Optimization exercise on an open flow, not production practice.
RTL: at most simulated, not proved equivalent.
Function not checked: runs 1 and 2.
Power: default activity.

## design/flow/design.v

```verilog
package lpst_pkg;
    localparam int KEY_W   = 14;
    localparam int SLOT_W  = 5;
    localparam int IN_W    = 16;
    localparam int OUT_W   = 8;
    localparam logic [1:0] CMD_FIND   = 2'd0;
    localparam logic [1:0] CMD_ADD    = 2'd1;
    localparam logic [1:0] CMD_REMOVE = 2'd2;
    localparam logic [1:0] CMD_CLEAR  = 2'd3;
    localparam logic [1:0] ST_DONE      = 2'd0;
    localparam logic [1:0] ST_NOT_FOUND = 2'd1;
    localparam logic [1:0] ST_DUPLICATE = 2'd2;
    localparam logic [1:0] ST_POOL_FULL = 2'd3;
endpackage
module linked_piece_set_table (
    input  logic        clk,
    input  logic        rst_n,
    input  logic        s_tvalid,
    output logic        s_tready,
    input  logic [15:0] s_tdata,
    output logic        m_tvalid,
    input  logic        m_tready,
    output logic [7:0]  m_tdata
);
    localparam int N = 32;
    logic [13:0]  key_q [N];
    logic [N-1:0] valid_q;
    logic [N-1:0] valid_d;
    logic         i_valid;
    logic [1:0]   i_cmd;
    logic [N-1:0] i_match;
    logic         q0v, q1v;
    logic         q1_free;      
    logic         rdy_q;        
    logic [6:0]   q0d, q1d;
    logic         take;
    logic         exec;
    logic         pop;
    assign take     = rdy_q;
    assign exec     = i_valid && q1_free;
    assign pop      = q0v && m_tready;
    assign s_tready = rdy_q;
    always_ff @(posedge clk or negedge rst_n)
    begin
        if (!rst_n)
            i_valid <= 1'b0;
        else if (take)
            i_valid <= s_tvalid;
    end
    always_ff @(posedge clk)
    begin
        if (take)
        begin
            i_cmd <= s_tdata[1:0];
            for (int i = 0; i < N; i++)
                i_match[i] <= (key_q[i] == s_tdata[15:2]);
        end
    end
    logic [N-1:0] hit;
    logic [N-1:0] lowfree;
    logic         any_hit;
    logic         full;
    logic [4:0]   hit_idx;
    logic [4:0]   free_idx;
    assign hit     = valid_q & i_match;
    assign any_hit = |hit;
    assign full    = &valid_q;
    assign lowfree[0] = !valid_q[0];
    for (genvar g = 1; g < N; g++)
    begin : g_lowfree
        assign lowfree[g] = !valid_q[g] && (&valid_q[g-1:0]);
    end
    always_comb
    begin
        hit_idx  = '0;
        free_idx = '0;
        for (int i = 0; i < N; i++)
        begin
            hit_idx  = hit_idx  | ({5{hit[i]}} & 5'(i));
            free_idx = free_idx | ({5{lowfree[i]}} & 5'(i));
        end
    end
    logic is_find, is_add, is_rem, is_clr;
    assign is_find = (i_cmd == 2'd0);
    assign is_add  = (i_cmd == 2'd1);
    assign is_rem  = (i_cmd == 2'd2);
    assign is_clr  = (i_cmd == 2'd3);
    logic [1:0] r_status;
    logic [4:0] r_slot;
    logic [6:0] r_data;
    always_comb
    begin
        r_status[1] = is_add && (any_hit || full);
        r_status[0] = ((is_find || is_rem) && !any_hit) || (is_add && !any_hit && full);
        if (is_add)
            r_slot = (any_hit || full) ? 5'd0 : free_idx;
        else if (is_clr)
            r_slot = 5'd0;
        else
            r_slot = hit_idx;
        r_data = {r_slot, r_status};
    end
    always_comb
    begin
        valid_d = valid_q;
        if (exec)
        begin
            if (is_clr)
                valid_d = '0;
            else if (is_rem)
                valid_d = valid_q & ~hit;
            else if (is_add && !any_hit)
                valid_d = valid_q | lowfree;
        end
    end
    always_ff @(posedge clk or negedge rst_n)
    begin
        if (!rst_n)
            valid_q <= '0;
        else
            valid_q <= valid_d;
    end
    always_ff @(posedge clk)
    begin
        for (int i = 0; i < N; i++)
            if (take && !valid_d[i])
                key_q[i] <= s_tdata[15:2];
    end
    always_ff @(posedge clk or negedge rst_n)
    begin
        if (!rst_n)
        begin
            q0v     <= 1'b0;
            q1v     <= 1'b0;
            q1_free <= 1'b1;
            rdy_q   <= 1'b0;
        end
        else
        begin
            if (pop)
            begin
                q0v     <= q1v || exec;
                q1v     <= q1v && exec;
                q1_free <= !(q1v && exec);
                rdy_q   <= !(q1v && exec);
            end
            else
            begin
                q0v     <= q0v || exec;
                q1v     <= q1v || (q0v && exec);
                q1_free <= !(q1v || (q0v && exec));
                rdy_q   <= !(q1v || (q0v && exec));
            end
        end
    end
    always_ff @(posedge clk)
    begin
        if (pop ? !q1v : !q0v)
            q0d <= r_data;
        else if (pop)
            q0d <= q1d;
        if (pop ? q1v : (q0v && !q1v))
            q1d <= r_data;
    end
    assign m_tvalid = q0v;
    assign m_tdata  = {1'b0, q0d};
endmodule
```

## design/flow/run.sh

```bash
#!/bin/bash
# synth_recipe.tcl (not shown) runs the flow's synth.tcl, then flattens the netlist and writes it again
# the make line also repeats each setting of config.mk as NAME=value (left out here)
make -C /OpenROAD-flow-scripts/flow DESIGN_CONFIG=/design/flow/config.mk WORK_HOME=/design/flow/orfs CLKGATE_MAP_FILE= SYNTH_SCRIPT=/design/flow/synth_recipe.tcl finish
```

## design/flow/config.mk

```make
export PLATFORM = sky130hd
export DESIGN_NAME = linked_piece_set_table
export DESIGN_NICKNAME = linked_piece_set_table
export VERILOG_FILES = /design/flow/design.v
export SDC_FILE = /design/flow/constraint.sdc
export NUM_CORES = 4
export LEC_CHECK = 0
export ABC_CLOCK_PERIOD_IN_PS = 2500
export CAP_MARGIN = 20
export CORE_MARGIN = 2
export CORE_UTILIZATION = 40
export SETUP_SLACK_MARGIN = 4.3
export SLEW_MARGIN = 20
```

## design/flow/constraint.sdc

```tcl
create_clock -name core_clock -period 6.5 [get_ports {clk}]
set_input_delay 1.3000 -clock core_clock [delete_from_list [all_inputs] [get_ports {clk}]]
set_output_delay 1.3000 -clock core_clock [all_outputs]
set_load 0.01 [all_outputs]
```

==> results of run 1 <==
-- registers in the layout (all words and copies together) (netlist names) --
name and count:
rdy_q 1, q0d 7, i_cmd 2, i_match 32, q1v 1, q1_free 1, q0v 1, key_q 448
q1d 7, valid_q 32, i_valid 1
-- path summary, 6_finish.rpt --
kind	slack [ns]	startpoint	to	cells past startpoint
setup / recovery	3.82	i_match[6]	key_q[13][10]	8
hold / removal	0.56	q1d[4]	q0d[4]	1
setup reg to reg	3.82	i_match[6]	key_q[13][10]	8
hold reg to reg	0.56	q1d[4]	q0d[4]	1
max in group asynchronous	5.00	rst_n	valid_q[4]	1
min in group asynchronous	0.84	rst_n	q0v	1
-- cells in the mapped netlist (3+ instances only) --
| master | n | area share (%) |
|---|---|---|
| clkbuf_1 | 32 | 0.53 |
| and3_1 | 14 | 0.38 |
| nor2_1 | 50 | 0.82 |
| buf_2 | 5 | 0.11 |
| mux2_2 | 5 | 0.25 |
| a31oi_1 | 4 | 0.11 |
| nand2b_1 | 6 | 0.16 |
| xor2_1 | 128 | 4.9 |
| a21oi_1 | 9 | 0.20 |
| inv_1 | 8 | 0.13 |
| o21ai_0 | 43 | 0.94 |
| nor3_1 | 39 | 0.86 |
| a41o_1 | 3 | 0.13 |
| buf_1 | 37 | 0.61 |
| o21a_1 | 10 | 0.33 |
| nand2_1 | 29 | 0.48 |
| nand4_1 | 76 | 2.1 |
| xnor2_1 | 320 | 12 |
| and2_1 | 3 | 0.082 |
| o31ai_1 | 3 | 0.099 |
| a22o_1 | 8 | 0.31 |
| a22oi_1 | 17 | 0.56 |
| edfxtp_1 | 496 | 65 |
| buf_4 | 3 | 0.099 |
| a211oi_1 | 4 | 0.13 |
| dfrtp_1 | 36 | 4.0 |
| o21ai_1 | 7 | 0.15 |
| nand3_1 | 44 | 0.97 |
| nor4_1 | 33 | 0.91 |
-- cells in the final DEF (no fill, tap or decap), drive strengths merged, types with 36 or more instances in the layout --
cell    count
dfrtp      36
nand3      44
edfxtp    496
xor2      128
xnor2     320
nor3       40
o21ai      50
buf       123
nor2       55
nand4      80
clkbuf     79
-- worst max-delay path, stage by stage, from the launching register on --
cell	delay, ns
edfxtp_1	0.48
a222oi_1	0.44
and4b_2	0.37
nand4_4	0.17
or2_4	0.36
buf_12	0.15
o21ai_4	0.16
nor2_4	0.09
buf_8	0.20
-- layout make-up --
class                   count  share of cell area [%]
flip-flops and latches    533                    56.1
inverters                   8                   0.106
clock inverters            28                   0.718
repair buffers            145                    7.74
clock buffers              71                    5.09
well taps                 756                    3.35
multi-input cells         912                    26.9
-- kinds of logic after synthesis --
logic type / Yosys count / synth area share, %
flip-flops: 533 / 69.4
AO/OA/AOI/OAI: 133 / 4.02
AND/OR/NAND/NOR: 309 / 7.50
other: 1 / 0.0165
multiplexers: 5 / 0.247
buffers and inverters: 88 / 1.60
XOR/XNOR: 448 / 17.2
-- metal layers --
metal	GRT usage, %	vias to the layer above	routed length, um
met2	31.9	692	29800
met4	6.89	2	2360
met1	30.1	7116	28400
met5	0	-	12
li1	-	5924	-
met3	4.93	143	6010
-- timing repair --
action,CTS,global route
pin swaps,39,32
resized for setup,266,65
cloned,32,11
hold buffers,0,0
buffers inserted,47,20
endpoints found under the setup margin,535,514
-- metrics by stage --
step / power [mW] / utilization (%) / hold WS, ns / std cells / setup slack, ns
floorplan: 7.19 / - / 0.495 / 1517 / 4.12
global placement: 8.00 / 42.5 / 0.556 / 2244 / 3.11
detailed placement: 8.04 / 42.5 / 0.545 / 2244 / 3.09
CTS: 11.6 / 48.7 / 0.562 / 2422 / 3.88
global route: 12.3 / 50.0 / 0.584 / 2453 / 3.77
finish: 11.8 / 50.0 / 0.565 / 2453 / 3.82
-- power breakdown --
part / switching (mW) / internal, mW
Clock: 1.30 / 1.63
Combinational: 1.84 / 1.33
Sequential: 0.532 / 5.16
==> results.toml, run 1 <==
[outcome]
status = "timing/DRC/antenna clean"

[sta]
fin_crit_sh_pct = 41.2
fmax_ghz = 0.373
tightest_slew_ns = 0.995
hold_viol = 0
period_needed_ns = 2.68
rsz0062_at_grt = "yes"
relSlewSlack_pct = 33.0
fin_skew_ns = 0.0171
tns_ns = 0
slew_violations = 0
setup_viol = 0

[die]
core_area_sq_um = 56400
io_pins = 30
rows = 87
dieArea_sq_um = 58900
die_y_um = 243
initial_core_util_pct = 40.4
die_x_um = 243

[power_and_ir_drop]
leakage_nw = 9.47
ir_drop_mv = 0.286
p_per_area_nw_per_um2 = 418

[cts]
clock_sinks = 533
insertion_delay_ns = 0.61
clk_pin_slew_ns = 0.06
htreeDepth = 2
root_buffer = "clkbuf_16"
cts_buffers = 54
ctsLongestPathBuffers = 3
tritoncts = "built"

[route]
remaining_drc_errors = 0
ant_nets = 0
vias = 13900
wl_um = 66600
drtIter0Drc = 1588
vias_per_cell = 5.66
first_pass_iters = 5
drt-wirelength-per-cell_um = 27.2

[global_routing]
grt_pass1_vias = 13200
grt_max_degree = 65
grt_usage_pct = 21.1
grt_pass1_wl_um = 91400
antenna_found_initial = 1
grt_overflow_total = 0

[worst_setup_path]
path_max_fanout = 7
cp-end-kind = "register"
path_class = "register to register"
crit_path_start_kind = "register"
crit_arrival_ns = 3.04
crit_required_ns = 6.86

[worst_hold_path]
hold_path_class = "register to register"

[final_layout]
fin_area_sq_um = 28200
n_antenna_cell = 0
syn2layout_area_growth_pct = 23.8
fin_nets = 1674
nFillCells = 4748
drive_gt1_share_pct = 20.2
multi_input_area_sq_um = 7590
seqCellArea_sq_um = 15800

[synth]
synthCells = 1517
synth-edff-count = 496
synth_warnings = 2
ys_seq_area_share_pct = 69.4
synth.distinct_cells = 63
synth-seq-cells = 533
async_reset_ff_share_pct = 6.94
syn_area_sq_um = 22800
syn_nets = 1537
ys.flop_type = "edfxtp_1"
avgSynthCellArea_sq_um = 15.0

[placement]
io_buffers = 28
place_hpwl_um = 30500
gp_congestion = 0.888
placed_area_sq_um = 23900

[run]
maxCapViolCount = 0
==> run 2, diff against run 1 <==
--- a/design/flow/config.mk
+++ b/design/flow/config.mk
@@ -11,3 +11,3 @@
 export CORE_UTILIZATION = 40
-export SETUP_SLACK_MARGIN = 4.3
+export SETUP_SLACK_MARGIN = 4.0
 export SLEW_MARGIN = 20
==> run 2 against run 1 <==
Still clean. Worst hold slack lost 0.0076 ns. Total power shrank 4.4%. Sequential share of layout area grew 3.1 points. Clock skew grew 0.0067 ns. First-iteration DRC count shrank 10%.
==> results.toml, run 2 <==
[outcome]
status = "timing/DRC/antenna clean"

[synth]
synth_common_cells = "496 x edfxtp_1, 320 x xnor2_1, 128 x xor2_1, 76 x nand4_1, 50 x nor2_1"
synth-seq-cells = 533
synthCells = 1517
ys.flop_type = "edfxtp_1"
ys_seq_area_share_pct = 69.4
yosys.area.top_type = "edfxtp_1"
syn_nets = 1537
syn_area_sq_um = 22800
synth_warnings = 2
avgSynthCellArea_sq_um = 15.0
synth.distinct_cells = 63
synth-edff-count = 496
synth.top_cell.area_share_pct = 65.3
async_reset_ff_share_pct = 6.94
synth_area_leaders = "edfxtp_1 65%, xnor2_1 12%, xor2_1 4.9%"
yosysMostFrequentCell = "edfxtp_1"

[final_layout]
final_common_cell = "edfxtp_1"
n_antenna_cell = 0
top_regs = "key_q (448), i_match (32), valid_q (32)"
syn2layout_area_growth_pct = 17.5
drive_gt1_share_pct = 17.0
nFillCells = 4934
final_cells = 2400
fin_nets = 1618
largest_register_ffs = 448
top_register = "key_q"
final_cell_mix = "496 x edfxtp_1, 320 x xnor2_1, 128 x xor2_1, 76 x nand4_1, 55 x clkbuf_16"

[sta]
fin_crit_sh_pct = 39.6
hold_ws_ns = 0.557
tightest_slew_ns = 0.990
setup_viol = 0
period_needed_ns = 2.57
slew_violations = 0
rsz0062_at_grt = "yes"
fin_skew_ns = 0.0238
relSlewSlack_pct = 34.0
setup_ws_ns = 3.93
hold_viol = 0
tns_ns = 0
fmax_ghz = 0.389

[power_and_ir_drop]
leakage_nw = 8.88
p_per_area_nw_per_um2 = 421
ir_drop_mv = 0.249

[route]
ant_nets = 0
drt-wirelength-per-cell_um = 22.5
wl_um = 54000
first_pass_iters = 6
drtIter0Drc = 1425
vias = 12700
remaining_drc_errors = 0
vias_per_cell = 5.31

[global_routing]
grt_overflow_total = 0
grt_usage_pct = 18.0
grt_pass1_wl_um = 80400
grt_max_degree = 65
grt_pass1_vias = 12500
antenna_found_initial = 0

[die]
core_area_sq_um = 56400
rows = 87
die_y_um = 243
dieArea_sq_um = 58900
die_x_um = 243
io_pins = 30
initial_core_util_pct = 40.4

[worst_setup_path]
crit_required_ns = 6.83
cp-end-kind = "register"
crit_arrival_ns = 2.90
path_max_fanout = 7
crit_path_start_kind = "register"
path_class = "register to register"

[cts]
clk_pin_slew_ns = 0.06
tritoncts = "built"
htreeDepth = 2
ctsLongestPathBuffers = 3
clock_sinks = 533
cts_buffers = 54
insertion_delay_ns = 0.61
root_buffer = "clkbuf_16"

[run]
maxCapViolCount = 0

[placement]
place_hpwl_um = 30300
dp_cells = 2249
place_ws_ns = 2.65
gp_congestion = 0.863
io_buffers = 28

[worst_hold_path]
hold_path_class = "register to register"
## run 2: final timing paths
| check | from | end | slack [ns] | cells after the start |
|---|---|---|---|---|
| hold / removal | q1d[0] | q0d[0] | 0.56 | 1 |
| hold reg to reg | q1d[0] | q0d[0] | 0.56 | 1 |
| setup / recovery | valid_q[6] | key_q[24][1] | 3.93 | 7 |
| min in group asynchronous | rst_n | valid_q[30] | 0.85 | 1 |
| max in group asynchronous | rst_n | rdy_q | 4.91 | 1 |
| setup reg to reg | valid_q[6] | key_q[24][1] | 3.93 | 7 |
## run 2: cell type report
class | count | area, sq um | area share, %
sequential | 533 | 15800 | 59.1
multi-input combinational | 904 | 7130 | 26.6
clock buffer | 73 | 1500 | 5.61
timing repair buffer | 97 | 1050 | 3.93
tap | 756 | 946 | 3.53
clock inverter | 29 | 284 | 1.06
inverter | 8 | 30.0 | 0.112
## run 2: cells by family after synthesis
| group | share of synthesized area [%] |
|---|---|
| flip-flops | 69.4 |
| XOR/XNOR | 17.2 |
| AND/OR/NAND/NOR | 7.50 |
| other | 0.0165 |
| multiplexers | 0.247 |
| AO/OA/AOI/OAI | 4.02 |
| buffers and inverters | 1.60 |
## run 2: repair_timing
action | CTS | global route
hold buffers | 0 | 0
gates resized for setup | 152 | 75
cloned | 4 | 6
buffers inserted | 16 | 23
endpoints found under the setup margin | 515 | 425
pin swaps | 9 | 17
## run 2: worst max-delay path, cell delays in order, from the launching register on
cell,delay [ns]
dfrtp_2,0.41
a222oi_1,0.42
and4b_2,0.35
nand4_4,0.16
or2_4,0.33
o41ai_4,0.31
buf_4,0.20
nor2_4,0.09
## run 2: stage by stage
stage | cell area, sq um | utilization, % | power (mW)
2_1_floorplan | 22900 | - | 7.12
3_3_place_gp | 23900 | 42.4 | 7.85
3_5_place_dp | 23900 | 42.4 | 7.92
4_1_cts | 26200 | 46.5 | 11.2
5_1_grt | 26800 | 47.5 | 11.8
6_report | 26800 | 47.5 | 11.3
## run 2: routing by layer
layer / wire length (um) / part of all wire (%) / track usage (%) / vias to the layer above
met5: 0 / 0 / 0 / -
met4: 940 / 1.7 / 4.62 / 0
met3: 3200 / 5.9 / 3.04 / 77
met2: 23600 / 44 / 26.5 / 359
met1: 26200 / 49 / 27.7 / 6507
li1: - / - / - / 5791
## run 2: where the power goes
part	leakage (nW)	internal, mW	switching (mW)
logic	2.62	1.00	1.53
clock network	0.883	1.82	1.31
registers	5.38	5.16	0.464
==> run 3, diff against run 2 <==
--- a/design/flow/design.v
+++ b/design/flow/design.v
@@ -31,12 +31,9 @@
     logic [N-1:0] i_match;
-    logic         q0v, q1v;
-    logic         q1_free;      
-    logic         rdy_q;        
-    logic [6:0]   q0d, q1d;
-    logic         take;
-    logic         exec;
+    logic [2:0]   qv;           
+    logic [6:0]   qd [3];
+    logic         rdy_q;
+    logic         accept;
     logic         pop;
-    assign take     = rdy_q;
-    assign exec     = i_valid && q1_free;
-    assign pop      = q0v && m_tready;
+    assign accept   = s_tvalid && rdy_q;
+    assign pop      = qv[0] && m_tready;
     assign s_tready = rdy_q;
@@ -46,4 +43,4 @@
             i_valid <= 1'b0;
-        else if (take)
-            i_valid <= s_tvalid;
+        else
+            i_valid <= accept;
     end
@@ -51,8 +48,5 @@
     begin
-        if (take)
-        begin
-            i_cmd <= s_tdata[1:0];
-            for (int i = 0; i < N; i++)
-                i_match[i] <= (key_q[i] == s_tdata[15:2]);
-        end
+        i_cmd <= s_tdata[1:0];
+        for (int i = 0; i < N; i++)
+            i_match[i] <= (key_q[i] == s_tdata[15:2]);
     end
@@ -105,3 +99,3 @@
         valid_d = valid_q;
-        if (exec)
+        if (i_valid)
         begin
@@ -125,4 +119,14 @@
         for (int i = 0; i < N; i++)
-            if (take && !valid_d[i])
+            if (!valid_d[i])
                 key_q[i] <= s_tdata[15:2];
+    end
+    logic [2:0] qv_d;
+    always_comb
+    begin
+        if (pop)
+            qv_d = {1'b0, qv[2:1]};
+        else
+            qv_d = qv;
+        if (i_valid)
+            qv_d = {qv_d[1:0], 1'b1};
     end
@@ -132,6 +136,4 @@
         begin
-            q0v     <= 1'b0;
-            q1v     <= 1'b0;
-            q1_free <= 1'b1;
-            rdy_q   <= 1'b0;
+            qv    <= '0;
+            rdy_q <= 1'b0;
         end
@@ -139,16 +141,4 @@
         begin
-            if (pop)
-            begin
-                q0v     <= q1v || exec;
-                q1v     <= q1v && exec;
-                q1_free <= !(q1v && exec);
-                rdy_q   <= !(q1v && exec);
-            end
-            else
-            begin
-                q0v     <= q0v || exec;
-                q1v     <= q1v || (q0v && exec);
-                q1_free <= !(q1v || (q0v && exec));
-                rdy_q   <= !(q1v || (q0v && exec));
-            end
+            qv    <= qv_d;
+            rdy_q <= !(qv_d[2] || (qv_d[1] && accept));
         end
@@ -157,11 +147,17 @@
     begin
-        if (pop ? !q1v : !q0v)
-            q0d <= r_data;
-        else if (pop)
-            q0d <= q1d;
-        if (pop ? q1v : (q0v && !q1v))
-            q1d <= r_data;
+        if (pop)
+        begin
+            qd[0] <= qv[1] ? qd[1] : r_data;
+            qd[1] <= qv[2] ? qd[2] : r_data;
+            qd[2] <= r_data;
+        end
+        else
+        begin
+            if (!qv[0]) qd[0] <= r_data;
+            if (!qv[1]) qd[1] <= r_data;
+            if (!qv[2]) qd[2] <= r_data;
+        end
     end
-    assign m_tvalid = q0v;
-    assign m_tdata  = {1'b0, q0d};
+    assign m_tvalid = qv[0];
+    assign m_tdata  = {1'b0, qd[0]};
 endmodule
--- a/design/flow/config.mk
+++ b/design/flow/config.mk
@@ -10,3 +10,3 @@
 export CORE_MARGIN = 2
-export CORE_UTILIZATION = 40
+export CORE_UTILIZATION = 55
 export SETUP_SLACK_MARGIN = 4.0
==> run 3 against run 2 <==
Largest power group unchanged. Worst setup slack gained 0.078 ns. Critical path type unchanged. Sequential share of layout area shrank 0.061 points. Non-clock buffer count stayed put. Sequential power decreased by 24%. Synthesized area grew 0.70%.
==> results.toml, run 3 <==
[cts]
clock_sinks = 540
insertion_delay_ns = 0.62
cts_buffers = 56
root_buffer = "clkbuf_16"
ctsLongestPathBuffers = 3
htreeDepth = 2
clk_pin_slew_ns = 0.06
tritoncts = "built"

[worst_setup_path]
cp_slowest_stage_delay_ns = 0.45
crit_buf_inv = 2
cpMaxStageDelayCell = "dfrtp_2"
crit_chain = "a22o_1, nor4_4, and4_4, nand3_4, buf_6, nor3_4, a22oi_2, clkbuf_16"
path_class = "register to register"
crit_path_start_kind = "register"
crit_required_ns = 6.88
crit_arrival_ns = 2.88
path_max_fanout = 7
cp-end-kind = "register"
cp_top_family = "simple AND/OR/NAND/NOR gates"

[synth]
syn_area_sq_um = 23000
synth_common_cells = "455 x edfxtp_1, 320 x xnor2_1, 128 x xor2_1, 71 x nand4_1, 50 x o21ai_0"
async_reset_ff_share_pct = 6.85
syn_nets = 1612
avgSynthCellArea_sq_um = 14.4
synth_area_leaders = "edfxtp_1 60%, xnor2_1 12%, xor2_1 4.9%"
ys.flop_type = "edfxtp_1"
synth.top_cell.area_share_pct = 59.5
synth.distinct_cells = 67
yosysMostFrequentCell = "edfxtp_1"
synthCells = 1592
synthXorXnorAreaFrac_pct = 17.1
ys_seq_area_share_pct = 67.7
yosys.area.top_type = "edfxtp_1"
synth_top_family_by_area = "XOR/XNOR gates"
synth-edff-count = 455
synth-seq-cells = 540
synth_compound_area_share_pct = 4.97
yosys.area_share.simple_pct = 8.18
synthMuxAreaShare_pct = 0.289
synth_warnings = 3
synthAdderAreaFrac_pct = 0

[power_and_ir_drop]
p_sw_mw = 1.99
p_per_area_nw_per_um2 = 310
leakage_nw = 9.19
internal-power_mw = 6.18
ir_drop_mv = 0.258
switching_share_pct = 24.3
seq_power_share_pct = 52.1
p_clk_share_pct = 37.1
p_comb_share_pct = 10.8

[sta]
fin_skew_ns = 0.0303
tightest_slew_ns = 0.895
setup_viol = 0
slew_violations = 0
hold_viol = 0
fmax_ghz = 0.401
hold_ws_ns = 0.474
fin_crit_sh_pct = 38.4
tns_ns = 0
period_needed_ns = 2.50
rsz0062_at_grt = "yes"
relSlewSlack_pct = 40.3

[placement]
place_hpwl_um = 31500
gp_congestion = 0.870
io_buffers = 28

[route]
vias_per_cell = 5.82
first_pass_iters = 5
vias = 13100
wl_um = 53100
drtIter0Drc = 1169
remaining_drc_errors = 0
drt-wirelength-per-cell_um = 23.6
ant_nets = 0

[die]
dieArea_sq_um = 43400
rows = 74
core_area_sq_um = 41000
initial_core_util_pct = 56.0
die_y_um = 208
die_x_um = 208
io_pins = 30

[outcome]
status = "timing/DRC/antenna clean"

[global_routing]
use_met1_pct = 37.0
grt_pass1_vias = 12700
grt_overflow_total = 0
antenna_found_initial = 0
grt_usage_pct = 24.5
grt-busiest-layer = "met2"
use_met2_pct = 37.1
grt_max_degree = 47
grt_pass1_wl_um = 79700
use_met3_pct = 3.86

[final_layout]
final_common_cell = "edfxtp_1"
syn2layout_area_growth_pct = 14.8
nFillCells = 3053
top_regs = "key_q (448), i_match (32), valid_q (32)"
top_register = "key_q"
multi_input_area_sq_um = 7410
drive_gt1_share_pct = 15.6
largest_register_ffs = 448
seqCellArea_sq_um = 15600
fin_nets = 1684
final_cell_mix = "455 x edfxtp_1, 320 x xnor2_1, 128 x xor2_1, 71 x nand4_1, 58 x clkbuf_16"

[run]
maxCapViolCount = 0

[worst_hold_path]
hold_path_class = "register to register"
[run 3: metrics by stage]
stage	std cells	power (mW)	cell area, sq um	setup slack (ns)	util (%)
finish	2244	8.17	26400	4.00	64.3
global route	2243	8.48	26400	3.92	64.3
CTS	2210	8.20	25800	4.00	63.0
detailed placement	2092	5.17	23800	3.13	58.0
global placement	2092	5.16	23800	3.17	58.0
floorplan	1592	4.86	23000	3.97	-
[run 3: final timing paths]
kind / start / to / slack (ns) / depth (start not counted)
worst min register to register: qd[2][1] / qd[2][1] / 0.47 / 2
worst max register to register: valid_q[9] / key_q[27][3] / 4.00 / 8
max in group asynchronous: rst_n / i_valid / 5.05 / 1
worst max-delay path: valid_q[9] / key_q[27][3] / 4.00 / 8
min in group asynchronous: rst_n / valid_q[10] / 0.82 / 1
worst min-delay path: qd[2][1] / qd[2][1] / 0.47 / 2
[run 3: layout make-up]
class | count | area share (%)
Sequential cell | 540 | 59.1
Multi-Input combinational cell | 958 | 28.1
Clock buffer | 86 | 6.17
Timing Repair Buffer | 97 | 3.48
Tap cell | 532 | 2.53
Clock inverter | 19 | 0.456
Inverter | 11 | 0.157
Antenna cell | 1 | 0.00949
[run 3: power groups by stage]
stage,combinational (mW),sequential (mW),clock (mW)
6_report,0.884,4.25,3.03
5_1_grt,0.974,4.29,3.22
4_1_cts,0.847,4.26,3.09
3_5_place_dp,0.841,4.33,0
3_3_place_gp,0.834,4.32,0
2_1_floorplan,0.589,4.27,0
[run 3: logic make-up (layout without fill, tap and decap cells)]
group | count (synthesis) | count (layout)
xor+xnor | 448 | 448
simple gates | 332 | 335
compound gates | 167 | 168
mux | 6 | 6
buf+inv | 98 | 213
other cells | 1 | 2
flops | 540 | 540
[run 3: repair_timing]
action / 4_1_cts / 5_1_grt
pin swaps: 12 / 18
setup endpoints to repair: 495 / 415
hold endpoints to repair: 0 / 0
cloned: 1 / 5
resized for setup: 95 / 63
hold buffers: 0 / 0
setup buffers: 12 / 28
[run 3: worst min-delay path, delay by kind of cell (launching register included)]
family	cells	cell delay, ns
compound gates	1	0.07
simple gates	1	0.05
flops	1	0.33
[run 3: routing by layer]
layer	part of all wire [%]	wire [um]
met4	2.2	1170
met3	5.2	2750
met2	45	23700
met1	48	25400
met5	0	0
Testbench counts of run 3, summed over its fixed seeds: cycles 24,016, items 24,000.
==> run 4, diff against run 3 <==
--- a/design/flow/config.mk
+++ b/design/flow/config.mk
@@ -10,3 +10,4 @@
 export CORE_MARGIN = 2
-export CORE_UTILIZATION = 55
+export CORE_UTILIZATION = 40
+export CTS_BUF_LIST = sky130_fd_sc_hd__clkbuf_4 sky130_fd_sc_hd__clkbuf_8
 export SETUP_SLACK_MARGIN = 4.0
==> run 4 against run 3 <==
Still clean on timing, DRC and antenna. Die area up 37%. Total power is 0.28% higher. Sequential power about the same. Critical path depth is the same. Worst hold slack worse by 0.0017 ns. Via count grew 1.5%. Register-to-register slack worse by 0.08 ns. Largest cell class unchanged.
==> results.toml, run 4 <==
[outcome]
status = "timing/DRC/antenna clean"

[power_and_ir_drop]
leakage_nw = 9.26
p_per_area_nw_per_um2 = 307
ir_drop_mv = 0.161

[placement]
gp_congestion = 0.893
io_buffers = 28
place_hpwl_um = 30400

[synth]
synth-edff-count = 455
yosys.area.top_type = "edfxtp_1"
synth_common_cells = "455 x edfxtp_1, 320 x xnor2_1, 128 x xor2_1, 71 x nand4_1, 50 x o21ai_0"
avgSynthCellArea_sq_um = 14.4
async_reset_ff_share_pct = 6.85
ys.flop_type = "edfxtp_1"
synth.distinct_cells = 67
ys_seq_area_share_pct = 67.7
synth.top_cell.area_share_pct = 59.5
syn_area_sq_um = 23000
synth-seq-cells = 540
synthCells = 1592
syn_nets = 1612
yosysMostFrequentCell = "edfxtp_1"
synth_warnings = 3
synth_area_leaders = "edfxtp_1 60%, xnor2_1 12%, xor2_1 4.9%"

[die]
initial_core_util_pct = 40.6
core_area_sq_um = 56600
rows = 87
die_x_um = 244
die_y_um = 244
dieArea_sq_um = 59300
io_pins = 30

[worst_setup_path]
path_class = "register to register"
cp-end-kind = "register"
path_max_fanout = 8
crit_required_ns = 6.91
reg2reg_depth = 8
crit_arrival_ns = 2.98
crit_path_start_kind = "register"

[cts]
root_buffer = "clkbuf_8"
clock_sinks = 540
cts_buffers = 90
ctsLongestPathBuffers = 3
tritoncts = "built"
htreeDepth = 3
clk_pin_slew_ns = 0.06
insertion_delay_ns = 0.69

[final_layout]
top_register = "key_q"
top_regs = "key_q (448), i_match (32), valid_q (32)"
final_common_cell = "edfxtp_1"
nFillCells = 4969
final_cell_mix = "455 x edfxtp_1, 320 x xnor2_1, 128 x xor2_1, 102 x clkbuf_8, 71 x nand4_1"
fin_util_pct = 47.2
largest_register_ffs = 448
fin_nets = 1713
syn2layout_area_growth_pct = 16.3
n_antenna_cell = 0
drive_gt1_share_pct = 18.9

[global_routing]
grt_overflow_total = 0
grt_pass1_vias = 13500
grt_pass1_wl_um = 81800
antenna_found_initial = 1
grt_usage_pct = 18.1
grt_max_degree = 65

[route]
drt-wirelength-per-cell_um = 21.3
wl_um = 53900
drtIter0Drc = 1069
ant_nets = 0
vias = 13200
remaining_drc_errors = 0
first_pass_iters = 5
vias_per_cell = 5.25

[sta]
fin_skew_ns = 0.0349
period_needed_ns = 2.57
tns_ns = 0
fin_crit_sh_pct = 39.6
relSlewSlack_pct = 34.4
tightest_slew_ns = 0.984
rsz0062_at_grt = "yes"
setup_viol = 0
hold_viol = 0
fmax_ghz = 0.389
slew_violations = 0

[worst_hold_path]
holdPathStages = 2
hold_path_class = "register to register"

[run]
maxCapViolCount = 0
==> run 4: cell count changes in the layout (fill, tap and decap cells not counted), moves of 3 or more <==
cell | previous run | this run
clkbuf_1 | 20 | 0
clkbuf_16 | 58 | 0
clkbuf_4 | 0 | 38
clkbuf_8 | 10 | 102
clkinv_1 | 3 | 13
clkinv_2 | 14 | 8
o21ai_1 | 5 | 2
==> run 4: routing by layer <==
layer / routed length, um / global-route usage, %
met2: 24400 / 28.4
met5: 0 / 0
met4: 1370 / 5.60
met3: 3430 / 4.79
met1: 24700 / 24.7
==> run 4: worst max-delay path: stages (launching register included) <==
cell and delay [ns]:
dfrtp_2 0.49, a22oi_2 0.27, and4b_2 0.32, nand4_1 0.11, buf_6 0.16, nor3_4 0.31, buf_6 0.17, a31oi_4 0.12
or2_4 0.32
==> run 4: report_power, final <==
part | internal, mW | switching (mW)
clock network | 1.70 | 1.37
logic | 0.361 | 0.502
registers | 4.09 | 0.166
total | 6.15 | 2.04
==> run 4: what timing repair did <==
item	in CTS	in global routing
resized for setup	94	58
endpoints found under the hold margin	0	0
pin swaps	17	16
setup endpoints to repair	444	393
setup buffers	21	19
hold buffers	0	0
gates cloned	3	4
==> run 4: path summary, 6_finish.rpt <==
check                            start      endpoint  slack [ns]
min in group asynchronous        rst_n         qv[0]        0.78
max reg2reg                valid_q[26]  key_q[23][8]        3.93
min                           qd[2][0]      qd[2][0]        0.47
max                        valid_q[26]  key_q[23][8]        3.93
min reg2reg                   qd[2][0]      qd[2][0]        0.47
max in group asynchronous        rst_n   valid_q[25]        5.01
==> run 4: cell families after synthesis <==
kind of cell    after synthesis  share of synthesized area, %
flops                       540                          67.7
other cells                   1                        0.0163
simple gates                332                          8.18
mux                           6                         0.289
compound gates              167                          4.97
xor+xnor                    448                          17.1
buf+inv                      98                          1.72
==> run 4: layout make-up <==
cell class / instances / area (sq um) / area share [%]
Sequential cell: 540 / 15600 / 58.3
Clock buffer: 140 / 1690 / 6.33
Tap cell: 756 / 946 / 3.54
Inverter: 11 / 41.3 / 0.155
Multi-Input combinational cell: 959 / 7430 / 27.8
Timing Repair Buffer: 91 / 833 / 3.12
Clock inverter: 28 / 188 / 0.703
==> run 4: through the flow <==
step	setup WS (ns)	hold WS [ns]	power [mW]	cell area, sq um	cells
3_5_place_dp	3.26	0.456	5.16	24000	2310
3_3_place_gp	3.23	0.443	5.14	24000	2310
2_1_floorplan	3.97	0.425	4.86	23000	1592
4_1_cts	3.91	0.472	8.25	26300	2502
6_report	3.93	0.472	8.19	26700	2525
5_1_grt	3.89	0.491	8.53	26700	2525
==> run 5, diff against run 4 <==
--- a/design/flow/config.mk
+++ b/design/flow/config.mk
@@ -7,3 +7,3 @@
 export LEC_CHECK = 0
-export ABC_CLOCK_PERIOD_IN_PS = 2500
+export ABC_CLOCK_PERIOD_IN_PS = 4000
 export CAP_MARGIN = 20
@@ -11,3 +11,2 @@
 export CORE_UTILIZATION = 40
-export CTS_BUF_LIST = sky130_fd_sc_hd__clkbuf_4 sky130_fd_sc_hd__clkbuf_8
 export SETUP_SLACK_MARGIN = 4.0
==> run 5 against run 4 <==
Still clean on timing, DRC and antenna. Maximum frequency rose by 2.6%. Non-clock buffer count rose by 2. Critical path depth did not move. Clock power barely moved. Worst hold slack got worse by 0.0044 ns. Utilization fell by 0.17 points. Synthesized area did not move. Combinational power fell by 2%. Die area did not move. Count of clock-buffer cells in the layout fell by 65. Routed wire length fell by 1.3%.
==> results.toml, run 5 <==
[outcome]
status = "timing/DRC/antenna clean"

[synth]
yosys.area.top_type = "edfxtp_1"
synthCells = 1592
syn_nets = 1612
synthAdderAreaFrac_pct = 0
async_reset_ff_share_pct = 6.85
synth_warnings = 3
synthXorXnorAreaFrac_pct = 17.1
avgSynthCellArea_sq_um = 14.4
synth.top_cell.area_share_pct = 59.5
synthMuxAreaShare_pct = 0.289
synth_compound_area_share_pct = 4.97
ys_seq_area_share_pct = 67.7
synth.distinct_cells = 67
synth_area_leaders = "edfxtp_1 60%, xnor2_1 12%, xor2_1 4.9%"
yosys.area_share.simple_pct = 8.18
syn_area_sq_um = 23000
yosysMostFrequentCell = "edfxtp_1"
synth-seq-cells = 540
ys.flop_type = "edfxtp_1"
synth_common_cells = "455 x edfxtp_1, 320 x xnor2_1, 128 x xor2_1, 71 x nand4_1, 50 x o21ai_0"
synth-edff-count = 455
synth_top_family_by_area = "XOR/XNOR gates"

[global_routing]
grt_usage_pct = 17.4
grt_pass1_wl_um = 79200
grt_pass1_vias = 13000
grt_overflow_total = 0
antenna_found_initial = 1
grt_max_degree = 65

[route]
vias = 13100
drt-wirelength-per-cell_um = 21.6
ant_nets = 0
vias_per_cell = 5.31
drtIter0Drc = 951
wl_um = 53200
first_pass_iters = 5
remaining_drc_errors = 0

[die]
dieArea_sq_um = 59300
die_x_um = 244
core_area_sq_um = 56600
initial_core_util_pct = 40.6
rows = 87
io_pins = 30
die_y_um = 244

[final_layout]
n_antenna_cell = 0
syn2layout_area_growth_pct = 15.9
final_common_cell = "edfxtp_1"
fin_nets = 1679
top_regs = "key_q (448), i_match (32), valid_q (32)"
drive_gt1_share_pct = 15.8
final_cells = 2460
largest_register_ffs = 448
top_register = "key_q"
fin_area_sq_um = 26600
final_cell_mix = "455 x edfxtp_1, 320 x xnor2_1, 128 x xor2_1, 71 x nand4_1"

[worst_setup_path]
path_class = "register to register"
worstReg2RegStart = "valid_q[23]"
cp-end-kind = "register"
crit_required_ns = 6.85
reg2reg_to = "key_q[23][1]"
crit_arrival_ns = 2.86
path_max_fanout = 7
reg2reg_depth = 8
crit_path_start_kind = "register"
reg2reg_slack_ns = 3.99

[sta]
slew_violations = 0
relSlewSlack_pct = 33.4
fin_crit_sh_pct = 38.6
period_needed_ns = 2.51
tightest_slew_ns = 0.989
setup_viol = 0
hold_ws_ns = 0.468
fin_skew_ns = 0.0264
fmax_ghz = 0.399
hold_viol = 0
rsz0062_at_grt = "yes"
tns_ns = 0
setup_ws_ns = 3.99

[placement]
placed_area_sq_um = 24000
place_ws_ns = 3.26
dp_cells = 2310
gp_congestion = 0.893
place_hpwl_um = 30400
io_buffers = 28

[cts]
tritoncts = "built"
cts_buffers = 54
clk_pin_slew_ns = 0.06
insertion_delay_ns = 0.62
htreeDepth = 2
root_buffer = "clkbuf_16"
clock_sinks = 540
ctsLongestPathBuffers = 3

[power_and_ir_drop]
p_clk_share_pct = 37.7
seq_power_share_pct = 51.9
p_comb_share_pct = 10.4
leakage_nw = 9.14
ir_drop_mv = 0.225
internal-power_mw = 6.20
p_sw_mw = 1.98
switching_share_pct = 24.2
p_per_area_nw_per_um2 = 308

[worst_hold_path]
hold_path_class = "register to register"
min_to = "qd[2][0]"
hp-start = "qd[2][0]"
holdPathStages = 2

[run]
maxCapViolCount = 0
-- run 5: worst max-delay path by stage --
| stage | cells after the start | startpoint | to |
|---|---|---|---|
| finish | 8 | valid_q[23] | key_q[23][1] |
| CTS | 1 | qd[0][3] | m_tdata[3] |
| global route | 8 | valid_q[2] | key_q[27][5] |
| floorplan | 8 | valid_q[29] | key_q[30][0] |
| global placement | 6 | s_tdata[5] | i_match[10] |
| detailed placement | 6 | s_tdata[14] | i_match[14] |
-- run 5: kinds of logic (layout without fill, tap and decap cells) --
logic type	after synthesis	in the layout
AOI/OAI and AO/OA	167	170
xor gates and xnor gates	448	448
other	1	1
muxes	6	6
and+or+nand+nor	332	334
DFF	540	540
buffers and inverters	98	205
-- run 5: cell type report --
type                    count  area [sq um]
well taps                 756           946
fillers                  4930         30000
inverters                  11          41.3
repair buffers             93           833
multi-input cells         959          7440
clock buffers              75          1480
clock inverters            26           285
flip-flops and latches    540         15600
-- run 5: routing by layer --
metal / GRT usage [%] / wire length (um) / vias up
li1: - / - / 5980
met1: 24.1 / 24100 / 6599
met2: 27.8 / 24700 / 384
met3: 3.82 / 3310 / 98
met4: 4.63 / 1160 / 0
met5: 0 / 0 / -
-- run 5: power by group through the flow --
stage | clock network [mW] | logic, mW | registers [mW]
floorplan | 0 | 0.589 | 4.27
global placement | 0 | 0.814 | 4.32
detailed placement | 0 | 0.825 | 4.33
CTS | 3.15 | 0.827 | 4.25
global route | 3.29 | 0.938 | 4.28
finish | 3.08 | 0.850 | 4.25
-- run 5: repair_timing --
action                                  4_1_cts  5_1_grt
setup buffers                                11       32
gates cloned                                  1        5
pin swaps                                    11       17
gates resized for setup                      87       74
hold buffers                                  0        0
endpoints found under the setup margin      454      396
-- run 5: critical path, stage by stage, from the launching register on --
cell and delay [ns]:
dfrtp_2 0.47, a22o_1 0.24, and4b_2 0.34, nand4_1 0.14
buf_6 0.17, nor3_4 0.28, buf_6 0.17, a31oi_4 0.11
or2_4 0.32
-- run 5: through the flow --
stage               power, mW  util, %
finish                   8.18     47.0
global route             8.50     47.0
CTS                      8.23     46.1
detailed placement       5.16     42.4
global placement         5.14     42.4
floorplan                4.86        -
==> run 6, diff against run 5 <==
--- a/design/flow/config.mk
+++ b/design/flow/config.mk
@@ -7,3 +7,3 @@
 export LEC_CHECK = 0
-export ABC_CLOCK_PERIOD_IN_PS = 4000
+export ABC_CLOCK_PERIOD_IN_PS = 2300
 export CAP_MARGIN = 20
@@ -11,3 +11,3 @@
 export CORE_UTILIZATION = 40
-export SETUP_SLACK_MARGIN = 4.0
+export SETUP_SLACK_MARGIN = 4.2
 export SLEW_MARGIN = 20
==> run 6 against run 5 <==
Register-to-register slack about the same. Critical path type unchanged. Synthesized area unchanged. Clock power up 5%. Worst setup slack worse by 0.010 ns. Count of clock-buffer cells in the layout up 4. Via count up 6.0%. Utilization up 2.5 points. Routed wire length up 12%. Worst hold slack worse by 0.015 ns. Highest routed layer unchanged. Largest power group unchanged.
==> results.toml, run 6 <==
[route]
wl_um = 59500
vias_per_cell = 5.46
drtIter0Drc = 1345
first_pass_iters = 5
remaining_drc_errors = 0
vias = 13800
drt-wirelength-per-cell_um = 23.5
ant_nets = 0

[power_and_ir_drop]
p_per_area_nw_per_um2 = 301
ir_drop_mv = 0.229
p_clk_share_pct = 38.1
p_comb_share_pct = 11.5
seq_power_share_pct = 50.3
leakage_nw = 9.76
internal-power_mw = 6.35
p_sw_mw = 2.11
switching_share_pct = 24.9
finalPower_mw = 8.45

[sta]
fmax_ghz = 0.397
setup_viol = 0
relSlewSlack_pct = 28.2
tightest_slew_ns = 1.07
period_needed_ns = 2.52
tns_ns = 0
fin_skew_ns = 0.0503
rsz0062_at_grt = "yes"
slew_violations = 0
fin_crit_sh_pct = 38.7
hold_viol = 0
hold_ws_ns = 0.453

[worst_setup_path]
cp_slowest_stage_delay_ns = 0.49
path_class = "register to register"
crit_chain = "a22oi_2, and4_1, nand4_1, buf_6, buf_4, nor2_2, nand3_1, and3_4"
cp-end-kind = "register"
cpMaxStageDelayCell = "dfrtp_2"
crit_buf_inv = 2
crit_path_start_kind = "register"
reg2reg_slack_ns = 3.98
crit_required_ns = 6.86
cp_top_family = "simple AND/OR/NAND/NOR gates"
crit_arrival_ns = 2.88
path_max_fanout = 14

[cts]
tritoncts = "built"
root_buffer = "clkbuf_16"
holdBufCountCts = 0
insertion_delay_ns = 0.65
htreeDepth = 2
cts_buffers = 56
clock_sinks = 540
ctsLongestPathBuffers = 3
clk_pin_slew_ns = 0.06

[synth]
ys.flop_type = "edfxtp_1"
synth-edff-count = 455
synth.top_cell.area_share_pct = 59.5
synth_warnings = 3
ys_seq_area_share_pct = 67.7
avgSynthCellArea_sq_um = 14.4
synth-seq-cells = 540
synthCells = 1592
synth_common_cells = "455 x edfxtp_1, 320 x xnor2_1, 128 x xor2_1, 71 x nand4_1, 50 x o21ai_0"
synth.distinct_cells = 67
yosysMostFrequentCell = "edfxtp_1"
syn_area_sq_um = 23000
synth_area_leaders = "edfxtp_1 60%, xnor2_1 12%, xor2_1 4.9%"
syn_nets = 1612
async_reset_ff_share_pct = 6.85
yosys.area.top_type = "edfxtp_1"

[worst_hold_path]
hold_path_class = "register to register"

[outcome]
status = "timing/DRC/antenna clean"

[global_routing]
grt_usage_pct = 19.5
antenna_found_initial = 0
grt_max_degree = 65
grt_overflow_total = 0
grt_pass1_wl_um = 87200
grt_pass1_vias = 13600

[final_layout]
top_regs = "key_q (448), i_match (32), valid_q (32)"
final_cell_mix = "455 x edfxtp_1, 320 x xnor2_1, 128 x xor2_1, 71 x nand4_1, 71 x buf_4"
drive_gt1_share_pct = 21.4
final_common_cell = "edfxtp_1"
largest_register_ffs = 448
fin_nets = 1751
top_register = "key_q"
n_antenna_cell = 0
fin_util_pct = 49.6
fin_area_sq_um = 28000
syn2layout_area_growth_pct = 22.2

[die]
core_area_sq_um = 56600
die_y_um = 244
initial_core_util_pct = 40.6
dieArea_sq_um = 59300
rows = 87
die_x_um = 244
io_pins = 30

[placement]
placed_area_sq_um = 24100
io_buffers = 28
gp_congestion = 0.908
place_hpwl_um = 30900

[run]
maxCapViolCount = 0
[run 6: logic make-up after synthesis]
family,share of synthesized area (%)
AND/OR/NAND/NOR,8.18
flip-flops,67.7
AO/OA/AOI/OAI,4.97
multiplexers,0.289
XOR/XNOR,17.1
buffers and inverters,1.72
other,0.0163
[run 6: power groups by stage]
stage,Combinational (mW),Sequential (mW),Clock (mW)
after floorplan,0.608,4.27,0
after global placement,0.826,4.33,0
after detailed placement,0.837,4.34,0
after CTS,0.931,4.25,3.30
after global routing,1.06,4.28,3.42
final,0.976,4.25,3.22
[run 6: routing by layer]
metal / part of all wire [%] / vias up / GRT usage (%)
met5: 0 / - / 0
met4: 2.4 / 0 / 6.47
met3: 6.8 / 99 / 3.79
met2: 46 / 506 / 30.9
met1: 44 / 7083 / 27.1
li1: - / 6153 / -
[run 6: through the flow]
stage	setup WS, ns	std cells
4_1_cts	3.97	2499
6_report	3.98	2535
2_1_floorplan	3.98	1592
5_1_grt	3.95	2535
3_3_place_gp	2.75	2305
3_5_place_dp	2.75	2305
[run 6: path summary, 6_finish.rpt]
path                                   from  cells past startpoint       endpoint
worst max-delay path            valid_q[20]                      8  key_q[15][13]
min in group asynchronous             rst_n                      1    valid_q[18]
max in group asynchronous             rst_n                      1     valid_q[2]
worst max register to register  valid_q[20]                      8  key_q[15][13]
worst min register to register     qd[2][0]                      2       qd[2][0]
worst min-delay path               qd[2][0]                      2       qd[2][0]
[run 6: layout make-up]
| type | count | area [sq um] |
|---|---|---|
| Inverter | 11 | 41.3 |
| Fill cell | 4818 | 28600 |
| Clock buffer | 79 | 1570 |
| Tap cell | 756 | 946 |
| Multi-Input combinational cell | 970 | 7930 |
| Clock inverter | 27 | 297 |
| Timing Repair Buffer | 152 | 1680 |
| Sequential cell | 540 | 15600 |
[run 6: tightest hold or removal path, stage by stage, from the launching register on]
cell and delay, ns:
dfxtp_1 0.32, nand2_1 0.04, o21ai_0 0.05
[run 6: timing repair]
| item | 4_1_cts | 5_1_grt |
|---|---|---|
| pin swaps | 50 | 35 |
| setup buffers | 75 | 29 |
| gates resized for setup | 200 | 78 |
| hold endpoints to repair | 0 | 0 |
| setup endpoints to repair | 526 | 492 |
| gates cloned | 13 | 7 |
==> run 7, diff against run 6 <==
--- a/design/flow/config.mk
+++ b/design/flow/config.mk
@@ -7,3 +7,3 @@
 export LEC_CHECK = 0
-export ABC_CLOCK_PERIOD_IN_PS = 2300
+export ABC_CLOCK_PERIOD_IN_PS = 2500
 export CAP_MARGIN = 20
@@ -11,3 +11,3 @@
 export CORE_UTILIZATION = 40
-export SETUP_SLACK_MARGIN = 4.2
+export SETUP_SLACK_MARGIN = 3.9
 export SLEW_MARGIN = 20
==> run 7 against run 6 <==
Die area did not move. Maximum frequency fell by 0.68%. Clock power barely moved. Cell count fell by 3.8%. Routed wire length fell by 14%. Synthesized cell count did not move. Via count fell by 7.6%. Total power fell by 2.1%. Count of clock-buffer cells in the layout fell by 2. Sequential cell count did not move. Worst setup slack got worse by 0.017 ns. Largest cell class unchanged.
==> results.toml, run 7 <==
[power_and_ir_drop]
p_per_area_nw_per_um2 = 316
ir_drop_mv = 0.244
finalPower_mw = 8.27
leakage_nw = 8.96

[final_layout]
largest_register_ffs = 448
final_cell_mix = "455 x edfxtp_1, 320 x xnor2_1, 128 x xor2_1, 71 x nand4_1, 56 x clkbuf_16"
fin_nets = 1655
n_antenna_cell = 0
drive_gt1_share_pct = 11.5
top_regs = "key_q (448), i_match (32), valid_q (32)"
final_common_cell = "edfxtp_1"
nFillCells = 5025
fin_area_sq_um = 26200
seqCellArea_sq_um = 15600
multi_input_area_sq_um = 7170
syn2layout_area_growth_pct = 14.1
top_register = "key_q"

[cts]
clock_sinks = 540
root_buffer = "clkbuf_16"
cts_buffers = 56
htreeDepth = 2
insertion_delay_ns = 0.63
ctsLongestPathBuffers = 3
tritoncts = "built"
clk_pin_slew_ns = 0.06

[route]
drt-wirelength-per-cell_um = 20.9
first_pass_iters = 8
vias_per_cell = 5.25
wl_um = 50900
vias = 12800
remaining_drc_errors = 0
drtIter0Drc = 1037
ant_nets = 0

[sta]
slew_violations = 0
rsz0062_at_grt = "yes"
fmax_ghz = 0.395
relSlewSlack_pct = 33.5
tns_ns = 0
setup_viol = 0
fin_crit_sh_pct = 39.0
hold_viol = 0
period_needed_ns = 2.53
fin_skew_ns = 0.0390
tightest_slew_ns = 0.998

[worst_setup_path]
crit_buf_inv = 1
path_class = "register to output port"
reg2reg_to = "key_q[7][11]"
reg2reg_slack_ns = 3.97
crit_path_start_kind = "register"
cp-end-kind = "output port"
cpMaxStageDelayCell = "edfxtp_1"
reg2reg_depth = 7
crit_start = "qd[0][5]"
worstReg2RegStart = "valid_q[26]"
crit_required_ns = 5.20
cp_slowest_stage_delay_ns = 0.35
path_max_fanout = 1
crit_chain = "dlygate4sd2_1"
cp_top_family = "flip-flops"
crit_arrival_ns = 1.23

[synth]
yosysMostFrequentCell = "edfxtp_1"
synth_warnings = 3
syn_nets = 1612
synth_area_leaders = "edfxtp_1 60%, xnor2_1 12%, xor2_1 4.9%"
async_reset_ff_share_pct = 6.85
synth.distinct_cells = 67
avgSynthCellArea_sq_um = 14.4
synth_common_cells = "455 x edfxtp_1, 320 x xnor2_1, 128 x xor2_1, 71 x nand4_1, 50 x o21ai_0"
synthCells = 1592
yosys.area.top_type = "edfxtp_1"
synth.top_cell.area_share_pct = 59.5
ys.flop_type = "edfxtp_1"
synth-seq-cells = 540
synth-edff-count = 455
ys_seq_area_share_pct = 67.7
syn_area_sq_um = 23000

[die]
core_area_sq_um = 56600
io_pins = 30
die_y_um = 244
initial_core_util_pct = 40.6
rows = 87
dieArea_sq_um = 59300
die_x_um = 244

[global_routing]
grt_pass1_vias = 12900
antenna_found_initial = 1
grt_usage_pct = 17.3
grt_max_degree = 65
grt_pass1_wl_um = 79100
grt_overflow_total = 0

[worst_hold_path]
hp-start = "qd[2][0]"
holdPathStages = 2
min_to = "qd[2][0]"
hold_path_class = "register to register"

[outcome]
status = "timing/DRC/antenna clean"

[placement]
place_hpwl_um = 29700
gp_congestion = 0.956
io_buffers = 28
placed_area_sq_um = 24100

[run]
maxCapViolCount = 0
## run 7: cell count changes in the layout (fill, tap and decap cells not counted), moves of 7 or more
cell           change
o22ai_1            +8
a22oi_2            -7
dfrtp_2           -23
buf_6             -19
dfrtp_1           +23
nor2_4             -8
dlygate4sd2_1      +7
o22ai_4           -14
nor2_1             +7
a22oi_1            +7
o21ai_4           -10
buf_4             -34
buf_12            -18
buf_2              -7
## run 7: report_power, final
part           switching [mW]  leakage [nW]  internal [mW]  total, mW
Combinational           0.472          2.39          0.348      0.820
Clock                    1.32         0.904           1.88       3.20
Sequential              0.168          5.67           4.09       4.25
Total                    1.96          8.96           6.31       8.27
## run 7: through the flow
| step | hold slack, ns | instances | setup slack (ns) | util, % |
|---|---|---|---|---|
| final | 0.459 | 2438 | 3.97 | 46.3 |
| after floorplan | 0.425 | 1592 | 3.91 | - |
| after CTS | 0.459 | 2433 | 3.80 | 46.0 |
| after global placement | 0.440 | 2323 | 2.94 | 42.5 |
| after global routing | 0.483 | 2438 | 3.79 | 46.3 |
| after detailed placement | 0.442 | 2323 | 2.95 | 42.5 |
## run 7: routing by layer
layer  wire length [um]  track usage (%)  vias to the layer above
li1                   -                -                     5922
met5                  0                0                        -
met3               2620             2.78                       77
met2              22900             26.6                      345
met4                955             4.77                        0
met1              24400             25.5                     6451
## run 7: final cells by class
cell class	count	area share, %
clock buffers	77	5.80
clock inverters	28	1.26
well taps	756	3.61
flip-flops and latches	540	59.4
inverters	11	0.158
multi-input cells	956	27.4
repair buffers	70	2.41
## run 7: timing repair
action	CTS	global route
cloned	0	2
endpoints found under the setup margin	393	245
hold buffers	0	0
resized for setup	40	34
pin swaps	4	7
buffers inserted	5	3
## run 7: worst max path at each step
stage	to	cells after the start
detailed placement	i_match[15]	6
global placement	i_match[15]	6
floorplan	i_match[13]	6
finish	m_tdata[5]	1
CTS	i_match[15]	6
global route	i_match[15]	6
## run 7: logic make-up (layout without fill, tap and decap cells)
kind of cell | count (synthesis) | in the layout | synth area share [%]
muxes | 6 | 6 | 0.289
AOI/OAI and AO/OA | 167 | 167 | 4.97
and+or+nand+nor | 332 | 334 | 8.18
xor gates and xnor gates | 448 | 448 | 17.1
buffers and inverters | 98 | 186 | 1.72
other | 1 | 1 | 0.0163
DFF | 540 | 540 | 67.7
==> run 8, diff against run 7 <==
--- a/design/flow/config.mk
+++ b/design/flow/config.mk
@@ -7,3 +7,2 @@
 export LEC_CHECK = 0
-export ABC_CLOCK_PERIOD_IN_PS = 2500
 export CAP_MARGIN = 20
@@ -11,3 +10,5 @@
 export CORE_UTILIZATION = 40
-export SETUP_SLACK_MARGIN = 3.9
+export CTS_CLUSTER_DIAMETER = 100
+export CTS_CLUSTER_SIZE = 30
+export SETUP_SLACK_MARGIN = 4.0
 export SLEW_MARGIN = 20
==> run 8 against run 7 <==
Sequential power barely moved. Cell count fell by 1.9%. Total power fell by 18%. Register-to-register slack got worse by 0.07 ns. Synthesized area did not move. Global-route usage fell by 0.088 points. Worst setup slack got worse by 0.070 ns. Critical path depth rose by 8. Clock power fell by 47%. Highest routed layer unchanged.
==> results.toml, run 8 <==
[route]
vias = 12700
vias_per_cell = 5.31
ant_nets = 0
wl_um = 51700
drtIter0Drc = 1106
first_pass_iters = 5
drt-wirelength-per-cell_um = 21.6
remaining_drc_errors = 0

[power_and_ir_drop]
switching_share_pct = 25.1
p_sw_mw = 1.70
p_comb_share_pct = 12.5
internal-power_mw = 5.10
ir_drop_mv = 0.195
seq_power_share_pct = 62.4
p_per_area_nw_per_um2 = 267
p_clk_share_pct = 25.2
finalPower_mw = 6.80
leakage_nw = 8.58

[worst_setup_path]
crit_required_ns = 6.86
path_class = "register to register"
crit_chain = "a22o_1, nor4_4, buf_4, and4_4, nand3_4, buf_6, nor3_4, a22oi_2, clkbuf_16"
cpMaxStageDelayCell = "dfrtp_2"
crit_buf_inv = 3
cp_top_family = "simple AND/OR/NAND/NOR gates"
crit_arrival_ns = 2.97
cp-end-kind = "register"
path_max_fanout = 7
cp_slowest_stage_delay_ns = 0.43
crit_path_start_kind = "register"

[cts]
clk_pin_slew_ns = 0.11
htreeDepth = 1
ctsLongestPathBuffers = 3
clock_sinks = 540
root_buffer = "clkbuf_16"
cts_buffers = 22
insertion_delay_ns = 0.60
tritoncts = "built"
holdBufCountCts = 0

[final_layout]
syn2layout_area_growth_pct = 10.9
fin_nets = 1640
largest_register_ffs = 448
top_register = "key_q"
multi_input_area_sq_um = 7380
seqCellArea_sq_um = 15600
final_common_cell = "edfxtp_1"
nFillCells = 5022
n_antenna_cell = 0
fin_util_pct = 45.0
final_cells = 2392
drive_gt1_share_pct = 12.2
top_regs = "key_q (448), i_match (32), valid_q (32)"
final_cell_mix = "455 x edfxtp_1, 320 x xnor2_1, 128 x xor2_1, 71 x nand4_1"

[synth]
synth.top_cell.area_share_pct = 59.5
ys_seq_area_share_pct = 67.7
yosysMostFrequentCell = "edfxtp_1"
synth_area_leaders = "edfxtp_1 60%, xnor2_1 12%, xor2_1 4.9%"
synth-seq-cells = 540
syn_nets = 1612
syn_area_sq_um = 23000
synth_top_family_by_area = "XOR/XNOR gates"
synthCells = 1592
synthAdderAreaFrac_pct = 0
synth-edff-count = 455
synth_common_cells = "455 x edfxtp_1, 320 x xnor2_1, 128 x xor2_1, 71 x nand4_1, 50 x o21ai_0"
yosys.area_share.simple_pct = 8.18
avgSynthCellArea_sq_um = 14.4
synth.distinct_cells = 67
synthMuxAreaShare_pct = 0.289
synthXorXnorAreaFrac_pct = 17.1
synth_compound_area_share_pct = 4.97
async_reset_ff_share_pct = 6.85
synth_warnings = 3
yosys.area.top_type = "edfxtp_1"
ys.flop_type = "edfxtp_1"

[global_routing]
grt_pass1_wl_um = 78800
antenna_found_initial = 1
use_met3_pct = 3.22
use_met2_pct = 27.5
grt_usage_pct = 17.2
grt_max_degree = 65
grt_overflow_total = 0
grt-busiest-layer = "met2"
use_met1_pct = 24.4
grt_pass1_vias = 12900

[placement]
place_hpwl_um = 30400
io_buffers = 28
gp_congestion = 0.893
dp_cells = 2310

[die]
dieArea_sq_um = 59300
die_x_um = 244
initial_core_util_pct = 40.6
die_y_um = 244
io_pins = 30
core_area_sq_um = 56600
rows = 87

[sta]
slew_violations = 0
tightest_slew_ns = 0.950
relSlewSlack_pct = 36.7
tns_ns = 0
fmax_ghz = 0.384
period_needed_ns = 2.60
setup_viol = 0
fin_crit_sh_pct = 40.1
rsz0062_at_grt = "yes"
fin_skew_ns = 0.0295
hold_viol = 0

[run]
maxCapViolCount = 0

[worst_hold_path]
hold_path_class = "register to register"

[outcome]
status = "timing/DRC/antenna clean"
[run 8: cell counts after synthesis]
Identical to the previous run, type by type.
[run 8: final cells by class]
class	instances	area share [%]
Clock inverter	5	0.211
Clock buffer	35	2.35
Multi-Input combinational cell	957	29.0
Timing Repair Buffer	88	3.42
Sequential cell	540	61.2
Inverter	11	0.162
Tap cell	756	3.71
[run 8: final timing paths]
path | cells after the start | slack [ns] | to | from
max | 9 | 3.90 | key_q[27][12] | valid_q[9]
min | 2 | 0.48 | qd[2][0] | qd[2][0]
max reg2reg | 9 | 3.90 | key_q[27][12] | valid_q[9]
min reg2reg | 2 | 0.48 | qd[2][0] | qd[2][0]
max in group asynchronous | 1 | 4.99 | valid_q[9] | rst_n
min in group asynchronous | 1 | 0.84 | rdy_q | rst_n
[run 8: cell families (layout without fill, tap and decap cells)]
| logic type | Yosys count | count (layout) |
|---|---|---|
| flip-flops | 540 | 540 |
| XOR/XNOR | 448 | 448 |
| AND/OR/NAND/NOR | 332 | 334 |
| AO/OA/AOI/OAI | 167 | 168 |
| buffers and inverters | 98 | 139 |
| multiplexers | 6 | 6 |
| other | 1 | 1 |
[run 8: power by group through the flow]
stage               registers, mW  clock network (mW)  logic (mW)
floorplan                    4.27                   0       0.589
finish                       4.24                1.71       0.850
CTS                          4.24                1.76       0.845
detailed placement           4.33                   0       0.825
global route                 4.27                1.87       0.938
global placement             4.32                   0       0.814
[run 8: per-stage QoR]
step | setup slack [ns] | hold WS (ns) | cell area, sq um
2_1_floorplan | 3.97 | 0.425 | 23000
3_3_place_gp | 3.23 | 0.443 | 24000
3_5_place_dp | 3.26 | 0.456 | 24000
4_1_cts | 4.00 | 0.485 | 25100
5_1_grt | 3.84 | 0.503 | 25500
6_report | 3.90 | 0.481 | 25500
[run 8: layer usage]
metal	wire (um)	vias up
met5	0	-
met4	1250	0
met3	2870	59
met2	23900	309
met1	23700	6480
li1	-	5860
[run 8: worst reg2reg max path: stages (launching register included)]
cell and delay [ns]:
dfrtp_2 0.43, a22o_1 0.25, nor4_4 0.33, buf_4 0.17, and4_4 0.26, nand3_4 0.15, buf_6 0.18, nor3_4 0.22
a22oi_2 0.17, clkbuf_16 0.22
[run 8: what timing repair did]
action	4_1_cts	5_1_grt
setup buffers	25	12
gates resized for setup	103	59
pin swaps	17	11
cloned	2	3
endpoints found under the setup margin	465	354
==> run 9, diff against run 8 <==
--- a/design/flow/config.mk
+++ b/design/flow/config.mk
@@ -7,2 +7,3 @@
 export LEC_CHECK = 0
+export ABC_AREA = 1
 export CAP_MARGIN = 20
@@ -10,4 +11,2 @@
 export CORE_UTILIZATION = 40
-export CTS_CLUSTER_DIAMETER = 100
-export CTS_CLUSTER_SIZE = 30
 export SETUP_SLACK_MARGIN = 4.0
==> run 9 against run 8 <==
Utilization up 2.3 points. Register-to-register slack improved by 0.08 ns. Total power is 21% higher. Maximum frequency grew 3.4%. Die area up 4.5%. Global-route usage grew 2.7 points. Sequential share of layout area down 5.5 points. Combinational power rose by 2%. First-iteration DRC count is 25% higher. Clock power up 89%. Clock skew up 0.030 ns. Critical path type unchanged. Highest routed layer unchanged.
==> results.toml, run 9 <==
[route]
drtIter0Drc = 1382
ant_nets = 0
remaining_drc_errors = 0
vias_per_cell = 5.36
wl_um = 63100
first_pass_iters = 6

[synth]
async_reset_ff_share_pct = 6.85
synth_compound_area_share_pct = 6.26
ys.flop_type = "edfxtp_1"
yosys.area.top_type = "edfxtp_1"
synth_area_leaders = "edfxtp_1 57%, nand2_1 6.2%, dfxtp_1 4.0%"
synth-seq-cells = 540
yosysMostFrequentCell = "edfxtp_1"
syn_nets = 2128
synth_common_cells = "455 x edfxtp_1, 398 x nand2_1, 145 x inv_1, 127 x nor2_1, 106 x xnor2_1"
avgSynthCellArea_sq_um = 11.4
synth.distinct_cells = 58
synth.top_cell.area_share_pct = 56.9
synthAdderAreaFrac_pct = 0
yosys.area_share.simple_pct = 17.9
synthXorXnorAreaFrac_pct = 6.89
ys_seq_area_share_pct = 64.8

[worst_hold_path]
holdPathStages = 2
hp-start = "qd[2][1]"
min_to = "qd[2][1]"

[cts]
insertion_delay_ns = 0.64
tritoncts = "built"
root_buffer = "clkbuf_16"
clock_sinks = 540
ctsLongestPathBuffers = 3
clk_pin_slew_ns = 0.06

[worst_setup_path]
crit_buf_inv = 8
crit_required_ns = 6.83
cpMaxStageDelayCell = "dfrtp_1"
cp_top_family = "simple AND/OR/NAND/NOR gates"
path_max_fanout = 4

[sta]
fin_skew_ns = 0.0590
period_needed_ns = 2.52
tns_ns = 0
slew_violations = 0
fin_crit_sh_pct = 38.8
fmax_ghz = 0.397

[outcome]
status = "timing/DRC/antenna clean"

[power_and_ir_drop]
finalPower_mw = 8.24
leakage_nw = 10.8
p_sw_mw = 2.02
switching_share_pct = 24.5
seq_power_share_pct = 50.2
p_clk_share_pct = 39.3
p_comb_share_pct = 10.5
ir_drop_mv = 0.225

[final_layout]
largest_register_ffs = 448
fin_util_pct = 47.3
fin_nets = 2217
top_regs = "key_q (448), i_match (32), valid_q (32)"
drive_gt1_share_pct = 20.3
syn2layout_area_growth_pct = 16.6
top_register = "key_q"

[placement]
io_buffers = 28
gp_congestion = 0.877
place_ws_ns = 2.68

[global_routing]
antenna_found_initial = 1
grt_usage_pct = 20.0
grt_max_degree = 57
grt_pass1_wl_um = 94500
grt_overflow_total = 0
grt_pass1_vias = 15600

[die]
io_pins = 30
core_area_sq_um = 59200
dieArea_sq_um = 62000
die_y_um = 249
==> run 9: cell count changes after synthesis, moves of 21 or more <==
| cell | delta |
|---|---|
| nand3_1 | +47 |
| nor2_1 | +82 |
| o21ai_0 | +54 |
| xnor2_1 | -214 |
| inv_1 | +134 |
| xor2_1 | -45 |
| buf_1 | -29 |
| or2_2 | +100 |
| nor3_1 | -29 |
| nand2_1 | +350 |
| o22ai_1 | +21 |
==> run 9: area by class of cell <==
cell class | count | area share, %
clock buffer | 86 | 5.81
clock inverter | 21 | 0.876
inverter | 156 | 2.41
multi-input combinational | 1322 | 27.7
sequential | 540 | 55.6
tap | 773 | 3.45
timing repair buffer | 116 | 4.03
timing repair inverter | 4 | 0.112
==> run 9: worst register-to-register path, stage by stage, from the launching register on <==
cell and delay (ns):
dfrtp_1 0.42, nand2_2 0.10, nand2_2 0.07, nor2_4 0.14, nand4_1 0.18, nor2_2 0.19
buf_4 0.13, buf_4 0.09, buf_4 0.10, buf_4 0.09, buf_4 0.09, buf_4 0.10
buf_4 0.09, buf_4 0.09, nand3_2 0.06, nand2_2 0.11, o21ai_2 0.08, nand2_1 0.05
o21ai_0 0.07
==> run 9: worst max-delay path by stage <==
stage | from | to | cells past startpoint
floorplan | s_tdata[10] | i_match[21] | 6
global placement | s_tdata[5] | i_match[20] | 8
detailed placement | s_tdata[5] | i_match[20] | 8
CTS | i_match[28] | qd[0][1] | 18
global route | valid_q[30] | qd[0][1] | 18
finish | valid_q[30] | qd[0][1] | 18
==> run 9: what timing repair did <==
item                       in CTS  in global routing
setup endpoints to repair     512                484
gates cloned                    2                  4
pin swaps                       6                 18
gates resized for setup       137                 91
setup buffers                  38                 19
==> run 9: metal layers <==
layer | track usage, % | part of all wire (%) | vias up
met2 | 30.8 | 45 | 529
met1 | 28.7 | 46 | 7978
met5 | 0 | 0 | -
li1 | - | - | 7560
met4 | 6.49 | 2.8 | 0
met3 | 3.46 | 6.5 | 107
==> run 9: logic make-up after synthesis <==
family	after synthesis
buffers and inverters	246
AOI/OAI and AO/OA	234
and+or+nand+nor	897
other	1
muxes	1
DFF	540
xor gates and xnor gates	189
==> run 9: power by group through the flow <==
| stage | combinational [mW] | clock [mW] | sequential, mW |
|---|---|---|---|
| after floorplan | 0.550 | 0 | 4.19 |
| after global placement | 0.822 | 0 | 4.20 |
| after detailed placement | 0.837 | 0 | 4.21 |
| after CTS | 0.855 | 3.30 | 4.14 |
| after global routing | 0.962 | 3.43 | 4.16 |
| final | 0.869 | 3.23 | 4.14 |
==> run 9: stage by stage <==
step	cell area, sq um	cells	hold WS [ns]
floorplan	24000	2108	0.423
global route	28000	3018	0.481
detailed placement	25000	2848	0.440
CTS	27500	2995	0.455
finish	28000	3018	0.456
global placement	25000	2848	0.438
